Source: an optimization exercise on an open RTL-to-GDS flow (aim: small area, a short achievable clock period and few clock cycles per item). Production flows keep margins and buffers that such runs may drop. Function was checked by simulation only, so behaviour that the tests miss may differ from the original.

## flow/config.mk

```make
export PLATFORM = sky130hd
export DESIGN_NAME = voice_slot_sample_mixer
export DESIGN_NICKNAME = voice_slot_sample_mixer
export VERILOG_FILES = /design/flow/design.v
export SDC_FILE = /design/flow/constraint.sdc
export NUM_CORES = 4
export LEC_CHECK = 0
export ABC_CLOCK_PERIOD_IN_PS = 8000
export CAP_MARGIN = 20
export CORE_MARGIN = 2
export CORE_UTILIZATION = 40
export SETUP_SLACK_MARGIN = 0.3
export SLEW_MARGIN = 20
```

## flow/constraint.sdc

```tcl
create_clock -name core_clock -period 11.0 [get_ports {clk_i}]
set_input_delay 2.2000 -clock core_clock [delete_from_list [all_inputs] [get_ports {clk_i}]]
set_output_delay 2.2000 -clock core_clock [all_outputs]
set_load 0.01 [all_outputs]
```

## flow/design.v

```verilog
`timescale 1ns / 1ps
module vssm_front #(
  parameter int SlotW   = 3,
  parameter int PosW    = 24,
  parameter int GainW   = 16,
  parameter int SampleW = 16
) (
  input  logic                      clk_i,
  input  logic                      rst_ni,
  input  logic                      push_i,
  input  logic                      full_i,
  input  logic [1:0]                kind_i,
  input  logic [SlotW-1:0]          slot_i,
  input  logic [PosW-1:0]           wave_length_i,
  input  logic [GainW-1:0]          gain_i,
  input  logic                      repeat_req_i,
  input  logic signed [SampleW-1:0] sample_value_i,
  output logic                      cmd_valid_o,
  output logic [1:0]                cmd_kind_o,
  output logic [SlotW-1:0]          cmd_slot_o,
  output logic [PosW-1:0]           cmd_wave_length_o,
  output logic [GainW-1:0]          cmd_gain_o,
  output logic                      cmd_repeat_o,
  output logic signed [SampleW-1:0] cmd_sample_o
);
  always_ff @(posedge clk_i or negedge rst_ni) begin
    if (!rst_ni) begin
      cmd_valid_o <= 1'b0;
    end else if (!full_i) begin
      cmd_valid_o <= push_i;
    end
  end
  always_ff @(posedge clk_i) begin
    if (!full_i) begin
      cmd_kind_o        <= kind_i;
      cmd_slot_o        <= slot_i;
      cmd_wave_length_o <= wave_length_i;
      cmd_gain_o        <= gain_i;
      cmd_repeat_o      <= repeat_req_i;
      cmd_sample_o      <= sample_value_i;
    end
  end
endmodule
`timescale 1ns / 1ps
module vssm_back (
  input  logic               clk_i,
  input  logic               rst_ni,
  input  logic               push_i,
  output logic               full_o,
  input  logic               cmd_valid_i,
  input  logic [1:0]         cmd_kind_i,
  input  logic [2:0]         cmd_slot_i,
  input  logic [23:0]        cmd_wave_length_i,
  input  logic [15:0]        cmd_gain_i,
  input  logic               cmd_repeat_i,
  input  logic signed [15:0] cmd_sample_i,
  output logic               empty_o,
  output logic [2:0]         slot_out_o,
  output logic               ok_o,
  output logic [23:0]        next_position_o,
  output logic               voice_active_o,
  output logic signed [23:0] mix_o,
  output logic [3:0]         active_voices_o,
  input  logic               pop_i
);
  localparam logic [1:0] KIND_PLAY   = 2'd0;
  localparam logic [1:0] KIND_STOP   = 2'd1;
  localparam logic [1:0] KIND_SAMPLE = 2'd2;
  localparam logic [1:0] KIND_FRAME  = 2'd3;
  localparam int ResW = 3 + 1 + 24 + 1 + 24 + 4;
  logic [23:0] len_q  [8];
  logic [23:0] pos_q  [8];
  logic [15:0] gain_q [8];
  logic [7:0]  rep_q;
  logic [7:0]  on_q;
  logic [2:0]  stk_q  [8];    
  logic [3:0]  act_q;         
  logic signed [23:0] acc_q;
  logic [ResW-1:0] hd_q, sp_q;
  logic            hd_v_q, sp_v_q;
  logic            full_q;
  logic            adv;       
  assign adv     = !sp_v_q;
  assign full_o  = full_q;
  assign empty_o = !hd_v_q;
  assign {slot_out_o, ok_o, next_position_o, voice_active_o, mix_o, active_voices_o} = hd_q;
  logic        c_go, is_play, is_stop, is_smp, is_frame, addr_kind;
  logic [2:0]  slot, alloc;
  logic [23:0] len_cur, pos_cur, pos_inc;
  logic [15:0] gain_cur;
  logic        rep_cur, hit, len_nz, last, at_end;
  logic        play_ok, stop_ok, smp_ok, free_it;
  logic [2:0]  r_slot;
  logic        r_ok, r_active;
  logic [23:0] r_pos;
  logic [3:0]  act_d;
  assign c_go      = cmd_valid_i && adv;
  assign is_play   = (cmd_kind_i == KIND_PLAY);
  assign is_stop   = (cmd_kind_i == KIND_STOP);
  assign is_smp    = (cmd_kind_i == KIND_SAMPLE);
  assign is_frame  = (cmd_kind_i == KIND_FRAME);
  assign addr_kind = is_stop || is_smp;
  assign slot      = cmd_slot_i;
  assign alloc     = stk_q[0];
  assign len_cur  = len_q[slot];
  assign pos_cur  = pos_q[slot];
  assign gain_cur = gain_q[slot];
  assign rep_cur  = rep_q[slot];
  assign hit      = on_q[slot];
  assign len_nz   = |len_cur;
  assign pos_inc  = pos_cur + 24'd1;
  always_comb begin
    last = pos_cur[0] ^ len_cur[0];
    for (int i = 0; i < 23; i++) begin
      last = last & ((pos_cur[i+1] ^ len_cur[i+1]) == (pos_cur[i] & ~len_cur[i]));
    end
  end
  assign at_end  = !len_nz || last;
  assign play_ok = is_play && !act_q[3];
  assign stop_ok = is_stop && hit;
  assign smp_ok  = is_smp && hit;
  assign free_it = stop_ok || (smp_ok && at_end && !rep_cur);
  assign r_ok     = play_ok || stop_ok || smp_ok || is_frame;
  assign r_slot   = play_ok ? alloc : (addr_kind ? slot : 3'd0);
  assign r_pos    = (smp_ok && !at_end) ? pos_inc : 24'd0;
  assign r_active = play_ok || (addr_kind && hit && !free_it);
  always_comb begin
    act_d = act_q;
    if (play_ok) begin
      act_d = act_q + 4'd1;
    end else if (free_it) begin
      act_d = act_q - 4'd1;
    end
  end
  always_ff @(posedge clk_i or negedge rst_ni) begin
    if (!rst_ni) begin
      on_q  <= '0;
      act_q <= '0;
      for (int i = 0; i < 8; i++) begin
        stk_q[i] <= 3'(i);
      end
    end else if (c_go) begin
      act_q <= act_d;
      if (play_ok) begin
        on_q[alloc] <= 1'b1;
        for (int i = 0; i < 7; i++) begin
          stk_q[i] <= stk_q[i+1];
        end
      end else if (free_it) begin
        on_q[slot] <= 1'b0;
        stk_q[0] <= slot;
        for (int i = 1; i < 8; i++) begin
          stk_q[i] <= stk_q[i-1];
        end
      end
    end
  end
  always_ff @(posedge clk_i) begin
    for (int i = 0; i < 8; i++) begin
      if (c_go && play_ok && (alloc == 3'(i))) begin
        len_q[i]  <= cmd_wave_length_i;
        gain_q[i] <= cmd_gain_i;
        rep_q[i]  <= cmd_repeat_i;
      end
      if (c_go && ((play_ok && (alloc == 3'(i))) || (is_smp && (slot == 3'(i))))) begin
        pos_q[i] <= r_pos;
      end
    end
  end
  logic              v1_q, ok1_q, act1_q, frame1_q, add1_q;
  logic [2:0]        slot1_q;
  logic [23:0]       pos1_q;
  logic [3:0]        cnt1_q;
  logic signed [15:0] smp1_q;
  logic [15:0]       gain1_q;
  logic signed [31:0] prod;
  always_ff @(posedge clk_i or negedge rst_ni) begin
    if (!rst_ni) begin
      v1_q <= 1'b0;
    end else if (adv) begin
      v1_q <= cmd_valid_i;
    end
  end
  always_ff @(posedge clk_i) begin
    if (adv) begin
      slot1_q  <= r_slot;
      ok1_q    <= r_ok;
      pos1_q   <= r_pos;
      act1_q   <= r_active;
      cnt1_q   <= act_d;
      frame1_q <= is_frame;
      add1_q   <= smp_ok && len_nz;
      smp1_q   <= cmd_sample_i;
      gain1_q  <= gain_cur;
    end
  end
  assign prod = $signed(smp1_q) * $signed({1'b0, gain1_q});
  logic              v2_q, ok2_q, act2_q, frame2_q, add2_q;
  logic [2:0]        slot2_q;
  logic [23:0]       pos2_q;
  logic [3:0]        cnt2_q;
  logic [18:0]       prod2_q;    
  logic signed [24:0] sum;
  logic signed [23:0] sum_sat;
  always_ff @(posedge clk_i or negedge rst_ni) begin
    if (!rst_ni) begin
      v2_q <= 1'b0;
    end else if (adv) begin
      v2_q <= v1_q;
    end
  end
  always_ff @(posedge clk_i) begin
    if (adv) begin
      slot2_q  <= slot1_q;
      ok2_q    <= ok1_q;
      pos2_q   <= pos1_q;
      act2_q   <= act1_q;
      cnt2_q   <= cnt1_q;
      frame2_q <= frame1_q;
      add2_q   <= add1_q;
      prod2_q  <= prod[31:13];
    end
  end
  assign sum     = $signed({acc_q[23], acc_q}) +
                   $signed({{7{prod2_q[18]}}, prod2_q[18:1]}) +
                   $signed({24'd0, prod2_q[0]});
  assign sum_sat = (sum[24] != sum[23]) ? (sum[24] ? 24'sh800000 : 24'sh7FFFFF) : sum[23:0];
  always_ff @(posedge clk_i or negedge rst_ni) begin
    if (!rst_ni) begin
      acc_q <= '0;
    end else if (adv && v2_q) begin
      if (frame2_q) begin
        acc_q <= '0;
      end else if (add2_q) begin
        acc_q <= sum_sat;
      end
    end
  end
  logic [ResW-1:0] in_word, hd_src;
  logic            wr;
  assign in_word = {slot2_q, ok2_q, pos2_q, act2_q, (frame2_q ? acc_q : 24'sd0), cnt2_q};
  assign wr      = v2_q && adv;
  assign hd_src  = sp_v_q ? sp_q : in_word;
  logic hd_v_d, sp_v_d;
  always_comb begin
    if (!hd_v_q) begin
      hd_v_d = wr;
    end else if (pop_i) begin
      hd_v_d = sp_v_q || wr;
    end else begin
      hd_v_d = 1'b1;
    end
    if (sp_v_q) begin
      sp_v_d = !pop_i;
    end else begin
      sp_v_d = hd_v_q && !pop_i && wr;
    end
  end
  always_ff @(posedge clk_i or negedge rst_ni) begin
    if (!rst_ni) begin
      hd_v_q <= 1'b0;
      sp_v_q <= 1'b0;
      full_q <= 1'b0;
    end else begin
      hd_v_q <= hd_v_d;
      sp_v_q <= sp_v_d;
      full_q <= (full_q || push_i) && sp_v_d;
    end
  end
  always_ff @(posedge clk_i) begin
    if (!hd_v_q || pop_i) begin
      hd_q <= hd_src;
    end
    if (!sp_v_q) begin
      sp_q <= in_word;
    end
  end
endmodule
`timescale 1ns / 1ps
module voice_slot_sample_mixer (
  input  logic                clk_i,
  input  logic                rst_ni,
  input  logic                push,
  output logic                full,
  input  logic [1:0]          kind_i,
  input  logic [2:0]          slot_i,
  input  logic [23:0]         wave_length_i,
  input  logic [15:0]         gain_i,
  input  logic                repeat_req_i,
  input  logic signed [15:0]  sample_value_i,
  output logic                empty,
  input  logic                pop,
  output logic [2:0]          slot_out_o,
  output logic                ok_o,
  output logic [23:0]         next_position_o,
  output logic                voice_active_o,
  output logic signed [23:0]  mix_o,
  output logic [3:0]          active_voices_o
);
  logic               cmd_valid;
  logic [1:0]         cmd_kind;
  logic [2:0]         cmd_slot;
  logic [23:0]        cmd_wave_length;
  logic [15:0]        cmd_gain;
  logic               cmd_repeat;
  logic signed [15:0] cmd_sample;
  vssm_front u_front (
    .clk_i             (clk_i),
    .rst_ni            (rst_ni),
    .push_i            (push),
    .full_i            (full),
    .kind_i            (kind_i),
    .slot_i            (slot_i),
    .wave_length_i     (wave_length_i),
    .gain_i            (gain_i),
    .repeat_req_i      (repeat_req_i),
    .sample_value_i    (sample_value_i),
    .cmd_valid_o       (cmd_valid),
    .cmd_kind_o        (cmd_kind),
    .cmd_slot_o        (cmd_slot),
    .cmd_wave_length_o (cmd_wave_length),
    .cmd_gain_o        (cmd_gain),
    .cmd_repeat_o      (cmd_repeat),
    .cmd_sample_o      (cmd_sample)
  );
  vssm_back u_back (
    .clk_i             (clk_i),
    .rst_ni            (rst_ni),
    .push_i            (push),
    .full_o            (full),
    .cmd_valid_i       (cmd_valid),
    .cmd_kind_i        (cmd_kind),
    .cmd_slot_i        (cmd_slot),
    .cmd_wave_length_i (cmd_wave_length),
    .cmd_gain_i        (cmd_gain),
    .cmd_repeat_i      (cmd_repeat),
    .cmd_sample_i      (cmd_sample),
    .empty_o           (empty),
    .slot_out_o        (slot_out_o),
    .ok_o              (ok_o),
    .next_position_o   (next_position_o),
    .voice_active_o    (voice_active_o),
    .mix_o             (mix_o),
    .active_voices_o   (active_voices_o),
    .pop_i             (pop)
  );
endmodule
```

## flow/run.sh

```bash
#!/bin/bash
# synth_recipe.tcl (not shown) runs the flow's synth.tcl, then flattens the netlist and writes it again
# the make line also repeats each setting of config.mk as NAME=value (left out here)
make -C /OpenROAD-flow-scripts/flow DESIGN_CONFIG=/design/flow/config.mk WORK_HOME=/design/flow/orfs CLKGATE_MAP_FILE= SYNTH_SCRIPT=/design/flow/synth_recipe.tcl finish
```

==> results.py, run 1 <==
metrics = {
    "critical_path": {
        "crit_path_top_delay_cell": "a211oi_1",
        "crit_type": "reg2reg",
        "startpoint_type": "flip-flop",
        "path_delay_family": "adder cells",
        "crit_fanout": 16,
        "cp.arrival_ns": 7.40,
        "critPathMostFrequentCell": "fa_1",
        "max_stage_delay_ns": 0.79,
        "path_buf_inv": 5,
        "endpoint_kind": "flip-flop",
        "critPathRequiredTime_ns": 11.44,
        "path_cells": "nand2_1 > fa_1 > inv_1 > fa_1 > inv_1 > fa_1 > inv_1 > fa_1 > inv_1 > fa_1 > inv_1 > fa_1 > ha_1 > a21o_1 > or3_1 > a211oi_1 > nor4_1 > nor3_1 > a21oi_1 > a21o_1 > a21oi_1 > xnor2_1",
    },
    "synthesis": {
        "synth_simple_gate_area_frac": 0.07160,
        "synthFlopType": "edfxtp_1",
        "synth_area_um2": 42410,
        "synth-compound-area-share": 0.08101,
        "ys_types": 75,
        "ys_ff_latch": 883,
        "synth_top_family_by_area": "adder cells",
        "syn_avg_cell_area_um2": 13.90,
        "ys_seq_area_frac": 0.6043,
        "synth_xor_area_frac": 0.01755,
        "yosys_warnings": 6,
        "yosys.area_share.adder": 0.1449,
        "synthCells": 3052,
        "synth_edf_count": 760,
        "synthMuxAreaShare": 0.04316,
        "synth_nets": 3492,
        "ys_async_sr_fraction": 0.07475,
    },
    "placed_design": {
        "io_buffers": 124,
        "gp_congestion": 0.8527,
        "hpwl_um": 62500,
        "dpl_cell_area_um2": 45130,
        "dp.cells": 4465,
    },
    "timing": {
        "fin_skew_ns": 0.05198,
        "hold_viol_final": 0,
        "setup_violations": 0,
        "max_clock_freq_mhz": 143.5,
        "finalCritPeriodShare": 0.6336,
        "setup-tns-final_ns": 0,
        "slew_headroom": 0.2810,
        "slew_viol_final": 0,
        "fin_crit_ns": 6.969,
        "worst_pin_slew_ns": 1.079,
        "grt_setup_unrepaired": "false",
    },
    "cts": {
        "path_clk_slew_ns": 0.06,
        "cts_htree_levels": 3,
        "numCtsBuffers": 93,
        "ctsResizeCount": 0,
        "cts_hold_buf": 0,
        "clk_latency_ns": 0.70,
        "cts_tree": "built",
        "cts_setup_buffers": 0,
        "cts-root-buf": "clkbuf_16",
        "clk_path_buf_depth": 3,
        "numClockSinks": 883,
    },
    "cells_and_area": {
        "finalNetCount": 3609,
        "fin_cells": 4640,
        "final_util": 0.4578,
        "layout_common_cells": "760 x edfxtp_1, 287 x nand2_1, 263 x inv_1, 195 x fa_1, 175 x ha_1",
        "layout_commonest_cell": "edfxtp_1",
        "drive_gt1_frac": 0.09547,
        "final_area_um2": 48190,
        "area_delta_synth_final_pct": 13.63,
    },
    "grt": {
        "grt_pass1_wl_um": 149700,
        "antenna_found_initial": 4,
        "grt_pass1_vias": 24973,
        "grt_usage": 0.1818,
        "grt_start_max_net_pins": 76,
        "overflow": 0,
    },
    "routing": {
        "drt_pass1_iterations": 7,
        "postRouteAntennaNets": 0,
        "wl_um": 98240,
        "drtIter0Drc": 1813,
        "vias": 24435,
        "wl_per_cell_um": 21.17,
        "drcViolationCount": 0,
        "via_per_inst": 5.266,
    },
    "outcome": {
        "status": "no timing/DRC/antenna violations",
    },
    "floorplanning": {
        "die_w_um": 329.6,
        "die_area_um2": 108600,
        "core_um2": 105300,
        "io_pins": 125,
        "die_y_um": 329.6,
        "initial_utilization": 0.4029,
        "rows": 119,
    },
    "hold_path": {
        "hold_path.class": "reg2reg",
    },
    "flow_run": {
        "max_cap_violations": 0,
    },
}
[worst reg2reg max path, cell delays in order (launching register included)]
cell	delay [ns]
edfxtp_1	0.71
nand2_1	0.17
fa_1	0.58
inv_1	0.06
fa_1	0.50
inv_1	0.05
fa_1	0.53
inv_1	0.05
fa_1	0.47
inv_1	0.05
fa_1	0.47
inv_1	0.05
fa_1	0.37
ha_1	0.22
a21o_1	0.21
or3_1	0.31
a211oi_1	0.79
nor4_1	0.24
nor3_1	0.30
a21oi_1	0.13
a21o_1	0.21
a21oi_1	0.18
xnor2_1	0.08
[metrics by stage]
| stage | hold WS [ns] | worst slack, ns |
|---|---|---|
| 6_report | 0.4031 | 4.031 |
| 5_1_grt | 0.4058 | 3.579 |
| 4_1_cts | 0.4033 | 3.874 |
| 3_5_place_dp | 0.4045 | 3.839 |
| 3_3_place_gp | 0.4005 | 3.915 |
| 2_1_floorplan | 0.4003 | 4.854 |
[routing by layer]
metal	vias to the layer above	GRT usage	share of wire
met5	-	0	0
li1	11260	-	-
met1	12399	0.2308	0.42
met3	160	0.03159	0.052
met4	0	0.06107	0.030
met2	616	0.3148	0.50
[worst paths after layout]
| kind | from | endpoint | slack, ns | depth (start not counted) |
|---|---|---|---|---|
| max | u_back.gain1_q[7] | u_back.prod2_q[18] | 4.03 | 22 |
| min | u_back.pos1_q[9] | u_back.pos2_q[9] | 0.40 | 0 |
| max reg2reg | u_back.gain1_q[7] | u_back.prod2_q[18] | 4.03 | 22 |
| min reg2reg | u_back.pos1_q[9] | u_back.pos2_q[9] | 0.40 | 0 |
| max in group asynchronous | rst_ni | u_back.sp_v_q | 8.57 | 2 |
| min in group asynchronous | rst_ni | u_back.acc_q[20] | 1.74 | 2 |
[flip-flops by register name, summed over array words and instances (netlist names), 19 cells and up]
signal and count:
u_back.acc_q 24, u_back.gain_q 128, u_back.hd_q 57, u_back.len_q 192, u_back.pos1_q 24, u_back.pos2_q 24
u_back.pos_q 192, u_back.prod2_q 19, u_back.sp_q 57, u_back.stk_q 24, u_front.cmd_wave_length_o 24
[synthesized netlist by cell type (57+ instances only)]
| library cell | n | share of area |
|---|---|---|
| and2_1 | 98 | 0.014 |
| fa_1 | 195 | 0.092 |
| mux2_2 | 70 | 0.019 |
| inv_1 | 265 | 0.023 |
| clkbuf_1 | 91 | 0.0081 |
| mux2i_1 | 70 | 0.017 |
| dfxtp_1 | 57 | 0.027 |
| a21oi_1 | 108 | 0.013 |
| nor2_1 | 121 | 0.011 |
| ha_1 | 179 | 0.053 |
| nand2_1 | 287 | 0.025 |
| o21ai_0 | 78 | 0.0092 |
| edfxtp_1 | 760 | 0.54 |
[kinds of logic after synthesis]
group	after synthesis
DFF	883
and+or+nand+nor	649
AOI/OAI and AO/OA	495
buffers and inverters	405
adders and majority gates	374
muxes	161
xor gates and xnor gates	85
[layout make-up]
| type | count | area, um^2 |
|---|---|---|
| repair buffers | 161 | 1514 |
| diodes | 2 | 5.005 |
| inverters | 266 | 1005 |
| fillers | 9389 | 57080 |
| clock buffers | 125 | 2550 |
| multi-input cells | 1764 | 15250 |
| flip-flops and latches | 883 | 25630 |
| clock inverters | 48 | 498.0 |
| well taps | 1391 | 1740 |
Testbench counts, summed over its fixed seeds: cycles 12,032, items 12,000.
==> run 2: changes to the inputs <==
==> flow/flow/run.sh (new file) <==
#!/bin/bash
set -euo pipefail
bash standard.sh SETUP_SLACK_MARGIN=7.0 finish > standard.log 2>&1
==> flow/standard.sh (new file) <==
#!/bin/bash
# synth_recipe.tcl (not shown) runs the flow's synth.tcl, then flattens the netlist and writes it again
# the make line also repeats each setting of config.mk as NAME=value (left out here)
make -C /OpenROAD-flow-scripts/flow DESIGN_CONFIG=/design/flow/config.mk WORK_HOME=/design/flow/orfs CLKGATE_MAP_FILE= SYNTH_SCRIPT=/design/flow/synth_recipe.tcl "${@:-finish}"
--- a/flow/config.mk
+++ b/flow/config.mk
@@ -7,3 +7,3 @@
 export LEC_CHECK = 0
-export ABC_CLOCK_PERIOD_IN_PS = 8000
+export ABC_CLOCK_PERIOD_IN_PS = 3500
 export CAP_MARGIN = 20
removed: flow/run.sh
==> results.py, run 2 <==
metrics = {
    "cts": {
        "numCtsBuffers": 95,
        "cts_htree_levels": 3,
        "numClockSinks": 883,
        "cts_tree": "built",
        "clk_latency_ns": 0.70,
        "path_clk_slew_ns": 0.06,
        "cts-root-buf": "clkbuf_16",
        "clk_path_buf_depth": 3,
    },
    "outcome": {
        "status": "no timing/DRC/antenna violations",
    },
    "placed_design": {
        "gp_congestion": 0.8425,
        "hpwl_um": 60100,
        "pre_cts_ws_ns": 4.334,
        "io_buffers": 124,
    },
    "critical_path": {
        "endpoint_kind": "flip-flop",
        "critPathLaunch": "u_back.gain1_q[3]",
        "critPathRequiredTime_ns": 11.43,
        "critPathMostFrequentCell": "fa_1",
        "cp.arrival_ns": 6.58,
        "path_cells": "buf_6 > nand2_2 > fa_1 > fa_1 > inv_2 > fa_1 > inv_2 > fa_2 > fa_1 > inv_2 > fa_2 > ha_4 > a21o_1 > or3_4 > a211oi_4 > buf_6 > nor4_4 > nor3_2 > a21oi_2 > a21o_1 > buf_4 > xor2_1",
        "worstReg2RegStart": "u_back.gain1_q[3]",
        "crit_fanout": 4,
        "crit_path_top_delay_cell": "fa_2",
        "ff2ff_setup_slack_ns": 4.85,
        "max_stage_delay_ns": 0.58,
        "crit_type": "reg2reg",
        "startpoint_type": "flip-flop",
    },
    "routing": {
        "drt_pass1_iterations": 5,
        "via_per_inst": 5.392,
        "drcViolationCount": 0,
        "postRouteAntennaNets": 0,
        "wl_um": 111900,
        "wl_per_cell_um": 22.86,
        "drtIter0Drc": 2171,
        "vias": 26401,
    },
    "timing": {
        "slew_viol_final": 0,
        "grt_setup_unrepaired": "true",
        "setup_violations": 0,
        "max_clock_freq_mhz": 162.7,
        "whs_ns": 0.3977,
        "finalCritPeriodShare": 0.5589,
        "fin_skew_ns": 0.06586,
        "fin_crit_ns": 6.148,
        "setup_ws_ns": 4.852,
        "slew_headroom": 0.2749,
        "worst_pin_slew_ns": 1.082,
        "setup-tns-final_ns": 0,
        "hold_viol_final": 0,
    },
    "synthesis": {
        "ys_async_sr_fraction": 0.07475,
        "yosys_warnings": 6,
        "synth_area_um2": 42410,
        "synthCells": 3052,
        "ys_types": 75,
        "synthFlopType": "edfxtp_1",
        "yosys.area.top_type": "edfxtp_1",
        "ys_ff_latch": 883,
        "syn_avg_cell_area_um2": 13.90,
        "yosysMostFrequentCell": "edfxtp_1",
        "synth_area_leaders": "edfxtp_1 54%, fa_1 9.2%, ha_1 5.3%",
        "synth_nets": 3492,
        "synth_commonest_cells": "760 x edfxtp_1, 287 x nand2_1, 265 x inv_1",
        "synth_edf_count": 760,
        "synth.top_cell.area_share": 0.5381,
        "ys_seq_area_frac": 0.6043,
    },
    "cells_and_area": {
        "finalNetCount": 3865,
        "drive_gt1_frac": 0.2155,
        "layout_commonest_cell": "edfxtp_1",
        "filler_cell_count": 8850,
        "reg_top3": "u_back.len_q (192), u_back.pos_q (192), u_back.gain_q (128)",
        "area_delta_synth_final_pct": 23.95,
        "final_util": 0.4994,
        "layout_common_cells": "760 x edfxtp_1, 280 x nand2_1, 241 x inv_1, 182 x fa_1, 162 x ha_1",
    },
    "grt": {
        "overflow": 0,
        "antenna_found_initial": 3,
        "grt_pass1_wl_um": 165800,
        "grt_start_max_net_pins": 67,
        "grt_usage": 0.2034,
        "grt_pass1_vias": 26717,
    },
    "flow_run": {
        "max_cap_violations": 0,
    },
    "floorplanning": {
        "initial_utilization": 0.4029,
        "core_um2": 105300,
        "die_area_um2": 108600,
        "die_w_um": 329.6,
        "io_pins": 125,
        "die_y_um": 329.6,
        "rows": 119,
    },
    "hold_path": {
        "hp-start": "u_front.cmd_sample_o[2]",
        "hold_path.class": "reg2reg",
    },
}
-- run 2: logic make-up after synthesis --
kind of cell / Yosys count / share of synthesized area
simple gates: 649 / 0.07160
mux: 161 / 0.04316
flops: 883 / 0.6043
buf+inv: 405 / 0.03747
fa+ha+maj: 374 / 0.1449
compound gates: 495 / 0.08102
xor+xnor: 85 / 0.01755
-- run 2: area by class of cell --
class                           count  area (um^2)  area share
Sequential cell                   883        25630      0.4876
Multi-Input combinational cell   1794        16840      0.3204
Timing Repair Buffer              384         4307     0.08193
Clock buffer                      128         2574     0.04896
Tap cell                         1391         1740     0.03311
Inverter                          266         1018     0.01938
Clock inverter                     48        444.2    0.008450
Timing Repair inverter              1        5.005  0.00009521
Antenna cell                        1        2.502  0.00004760
-- run 2: worst paths after layout --
path | cells after the start | end
max | 22 | u_back.prod2_q[17]
min | 0 | u_back.smp1_q[2]
max reg2reg | 22 | u_back.prod2_q[17]
min reg2reg | 0 | u_back.smp1_q[2]
max in group asynchronous | 2 | u_back.sp_v_q
min in group asynchronous | 2 | u_back.stk_q[6][0]
-- run 2: metrics by stage --
step | area [um^2] | cells
global placement | 45450 | 4455
detailed placement | 45450 | 4455
finish | 52570 | 4896
floorplan | 43040 | 3052
global route | 52560 | 4895
CTS | 51850 | 4857
-- run 2: what timing repair did --
item                                    4_1_cts  5_1_grt
hold buffers                                  0        0
cloned                                       32       21
buffers inserted                            194       17
gates resized for setup                     225       94
endpoints found under the setup margin      446      445
pin swaps                                    71       49
-- run 2: worst max-delay path: cells and delay by family, from the launching register on --
| kind | cells | cell delay (ns) |
|---|---|---|
| compound gates | 4 | 0.77 |
| xor+xnor | 1 | 0.13 |
| fa+ha+maj | 7 | 3.20 |
| buf+inv | 6 | 0.66 |
| flops | 1 | 0.51 |
| simple gates | 4 | 0.67 |
-- run 2: metal layers --
metal | vias up | share of wire | GRT usage | wire length (um)
met4 | 2 | 0.033 | 0.06749 | 3684
met1 | 13433 | 0.41 | 0.2624 | 45670
met5 | - | 0.000071 | 0 | 8
li1 | 11840 | - | - | -
met3 | 229 | 0.065 | 0.03255 | 7253
met2 | 897 | 0.49 | 0.3502 | 55310
==> run 3: changes to the inputs <==
==> flow/run.sh (new file) <==
#!/bin/bash
# synth_recipe.tcl (not shown) runs the flow's synth.tcl, then flattens the netlist and writes it again
# the make line also repeats each setting of config.mk as NAME=value (left out here)
make -C /OpenROAD-flow-scripts/flow DESIGN_CONFIG=/design/flow/config.mk WORK_HOME=/design/flow/orfs CLKGATE_MAP_FILE= SYNTH_SCRIPT=/design/flow/synth_recipe.tcl finish
--- a/flow/config.mk
+++ b/flow/config.mk
@@ -11,3 +11,3 @@
 export CORE_UTILIZATION = 40
-export SETUP_SLACK_MARGIN = 0.3
+export SETUP_SLACK_MARGIN = 5
 export SLEW_MARGIN = 20
removed: flow/flow/run.sh
removed: flow/standard.sh
==> results.py, run 3 <==
metrics = {
    "cts": {
        "cts-root-buf": "clkbuf_16",
        "numClockSinks": 883,
        "clk_latency_ns": 0.69,
        "cts_hold_buf": 0,
        "numCtsBuffers": 93,
        "cts_tree": "built",
        "clk_path_buf_depth": 3,
        "cts_htree_levels": 3,
        "path_clk_slew_ns": 0.06,
    },
    "routing": {
        "via_per_inst": 5.289,
        "drt_pass1_iterations": 5,
        "wl_per_cell_um": 21.08,
        "postRouteAntennaNets": 0,
        "drcViolationCount": 0,
        "wl_um": 99840,
        "vias": 25054,
        "drtIter0Drc": 1869,
    },
    "critical_path": {
        "reg2reg_depth": 21,
        "crit_type": "reg2reg",
        "cp.arrival_ns": 6.60,
        "ff2ff_setup_slack_ns": 4.79,
        "endpoint_kind": "flip-flop",
        "startpoint_type": "flip-flop",
        "crit_fanout": 6,
        "critPathRequiredTime_ns": 11.39,
        "regToRegEndpoint": "u_back.prod2_q[17]",
        "worstReg2RegStart": "u_back.smp1_q[12]",
        "cp-endpoint": "u_back.prod2_q[17]",
        "critPathLaunch": "u_back.smp1_q[12]",
    },
    "synthesis": {
        "syn_avg_cell_area_um2": 13.90,
        "ys_types": 75,
        "synthFlopType": "edfxtp_1",
        "synth_nets": 3492,
        "yosys.area.top_type": "edfxtp_1",
        "synthCells": 3052,
        "ys_ff_latch": 883,
        "synth_edf_count": 760,
        "synth_area_leaders": "edfxtp_1 54%, fa_1 9.2%, ha_1 5.3%",
        "yosys_warnings": 6,
        "ys_seq_area_frac": 0.6043,
        "yosysMostFrequentCell": "edfxtp_1",
        "synth.top_cell.area_share": 0.5381,
        "ys_async_sr_fraction": 0.07475,
        "synth_commonest_cells": "760 x edfxtp_1, 287 x nand2_1, 265 x inv_1",
        "synth_area_um2": 42410,
    },
    "timing": {
        "max_clock_freq_mhz": 161.0,
        "grt_setup_unrepaired": "true",
        "fin_skew_ns": 0.06123,
        "slew_viol_final": 0,
        "setup_violations": 0,
        "setup-tns-final_ns": 0,
        "worst_pin_slew_ns": 1.034,
        "finalCritPeriodShare": 0.5648,
        "slew_headroom": 0.2929,
        "setup_ws_ns": 4.787,
        "fin_crit_ns": 6.213,
        "hold_viol_final": 0,
    },
    "floorplanning": {
        "io_pins": 125,
        "rows": 119,
        "core_um2": 105300,
        "die_area_um2": 108600,
        "die_y_um": 329.6,
        "initial_utilization": 0.4029,
        "die_w_um": 329.6,
    },
    "placed_design": {
        "gp_congestion": 0.8521,
        "pre_cts_ws_ns": 3.969,
        "io_buffers": 124,
        "hpwl_um": 60690,
    },
    "cells_and_area": {
        "layout_common_cells": "760 x edfxtp_1, 283 x nand2_1, 262 x inv_1, 194 x fa_1, 170 x ha_1",
        "finalNetCount": 3706,
        "area_delta_synth_final_pct": 16.32,
        "reg_top3": "u_back.len_q (192), u_back.pos_q (192), u_back.gain_q (128)",
        "drive_gt1_frac": 0.1345,
        "layout_commonest_cell": "edfxtp_1",
    },
    "hold_path": {
        "hold_path.class": "reg2reg",
    },
    "grt": {
        "grt_usage": 0.1838,
        "grt_pass1_wl_um": 152000,
        "antenna_found_initial": 3,
        "grt_start_max_net_pins": 117,
        "overflow": 0,
        "grt_pass1_vias": 25663,
    },
    "flow_run": {
        "max_cap_violations": 0,
    },
    "outcome": {
        "status": "no timing/DRC/antenna violations",
    },
}
[run 3: metrics by stage]
| step | hold slack (ns) | cells | cell area, um^2 | utilization |
|---|---|---|---|---|
| global route | 0.4115 | 4737 | 49330 | 0.4686 |
| global placement | 0.4001 | 4461 | 45120 | 0.4287 |
| detailed placement | 0.4045 | 4461 | 45120 | 0.4287 |
| floorplan | 0.4003 | 3052 | 42430 | - |
| finish | 0.4027 | 4737 | 49330 | 0.4686 |
| CTS | 0.4012 | 4721 | 49130 | 0.4667 |
[run 3: final cells by class]
cell class / instances / area [um^2]
repair buffers: 257 / 2359
well taps: 1391 / 1740
multi-input cells: 1765 / 15480
clock inverters: 44 / 436.7
fillers: 9222 / 55940
clock buffers: 130 / 2671
diodes: 1 / 2.502
inverters: 266 / 1005
flip-flops and latches: 883 / 25630
[run 3: logic make-up after synthesis]
logic type / after synthesis / share of synthesized area
and+or+nand+nor: 649 / 0.07160
DFF: 883 / 0.6043
muxes: 161 / 0.04316
AOI/OAI and AO/OA: 495 / 0.08102
xor gates and xnor gates: 85 / 0.01755
adders and majority gates: 374 / 0.1449
buffers and inverters: 405 / 0.03747
[run 3: how the worst min path moves through the flow]
stage	from	slack [ns]	to	cells past startpoint
final	u_back.pos1_q[15]	0.40	u_back.pos2_q[15]	0
after global routing	u_back.pos1_q[15]	0.41	u_back.pos2_q[15]	0
after CTS	u_back.pos1_q[15]	0.40	u_back.pos2_q[15]	0
after detailed placement	u_back.cnt1_q[2]	0.40	u_back.cnt2_q[2]	0
after global placement	u_front.cmd_sample_o[15]	0.40	u_back.smp1_q[15]	0
after floorplan	u_back.act1_q	0.40	u_back.act2_q	0
[run 3: worst max-delay path, stage by stage, from the launching register on]
cell and delay (ns):
edfxtp_1 0.52, buf_6 0.19, buf_4 0.13, and2_1 0.14, fa_1 0.53, inv_1 0.07, fa_1 0.55, fa_1 0.44
fa_1 0.49, inv_1 0.05, fa_1 0.45, fa_1 0.54, ha_4 0.22, and2_1 0.15, o31a_1 0.29, o211ai_1 0.28
a21oi_2 0.13, nor3_2 0.21, a21oi_2 0.09, a21o_1 0.22, buf_6 0.12, xor2_1 0.14
[run 3: routing by layer]
metal / part of all wire / vias to the layer above / GRT usage
met4: 0.029 / 0 / 0.05929
li1: - / 11450 / -
met1: 0.41 / 12826 / 0.2325
met2: 0.51 / 632 / 0.3263
met3: 0.047 / 146 / 0.02432
met5: 0 / - / 0
[run 3: repair_timing]
item | CTS | global route
resized for setup | 41 | 19
setup endpoints to repair | 244 | 99
pin swaps | 23 | 13
gates cloned | 1 | 0
buffers inserted | 85 | 15

==> what the ideal ports hide <==
How much do the figures lean on ideal ports? The routed layouts below were timed once more, with nothing changed but the port constraints.
Step 1: set_driving_cell puts a clkbuf_16 on clk_i and a buf_2 on each other input, an assumption about the parent block.
Step 2 adds t to the input delays and takes it off the output delays; t is the mean of the earliest and latest rising clock arrival at the registers after step 1. Input paths then give back, and output paths get back, about the clock's delay inside the block.
Slacks: no drivers / after step 1 / after step 2; pairs: no drivers / after step 1.
| run | t (ns) | setup slack, ns | worst slew at a driven data input, ns |
|---|---|---|---|
| run 1 | 0.742 | 4.031 / 4.031 / 4.031 | 0.09 |
| run 2 | 0.746 | 4.852 / 4.852 / 4.852 | 0.09 |
| run 3 | 0.722 | 4.787 / 4.787 / 4.787 | 0.09 |
After both steps setup and hold are still met in every run listed.
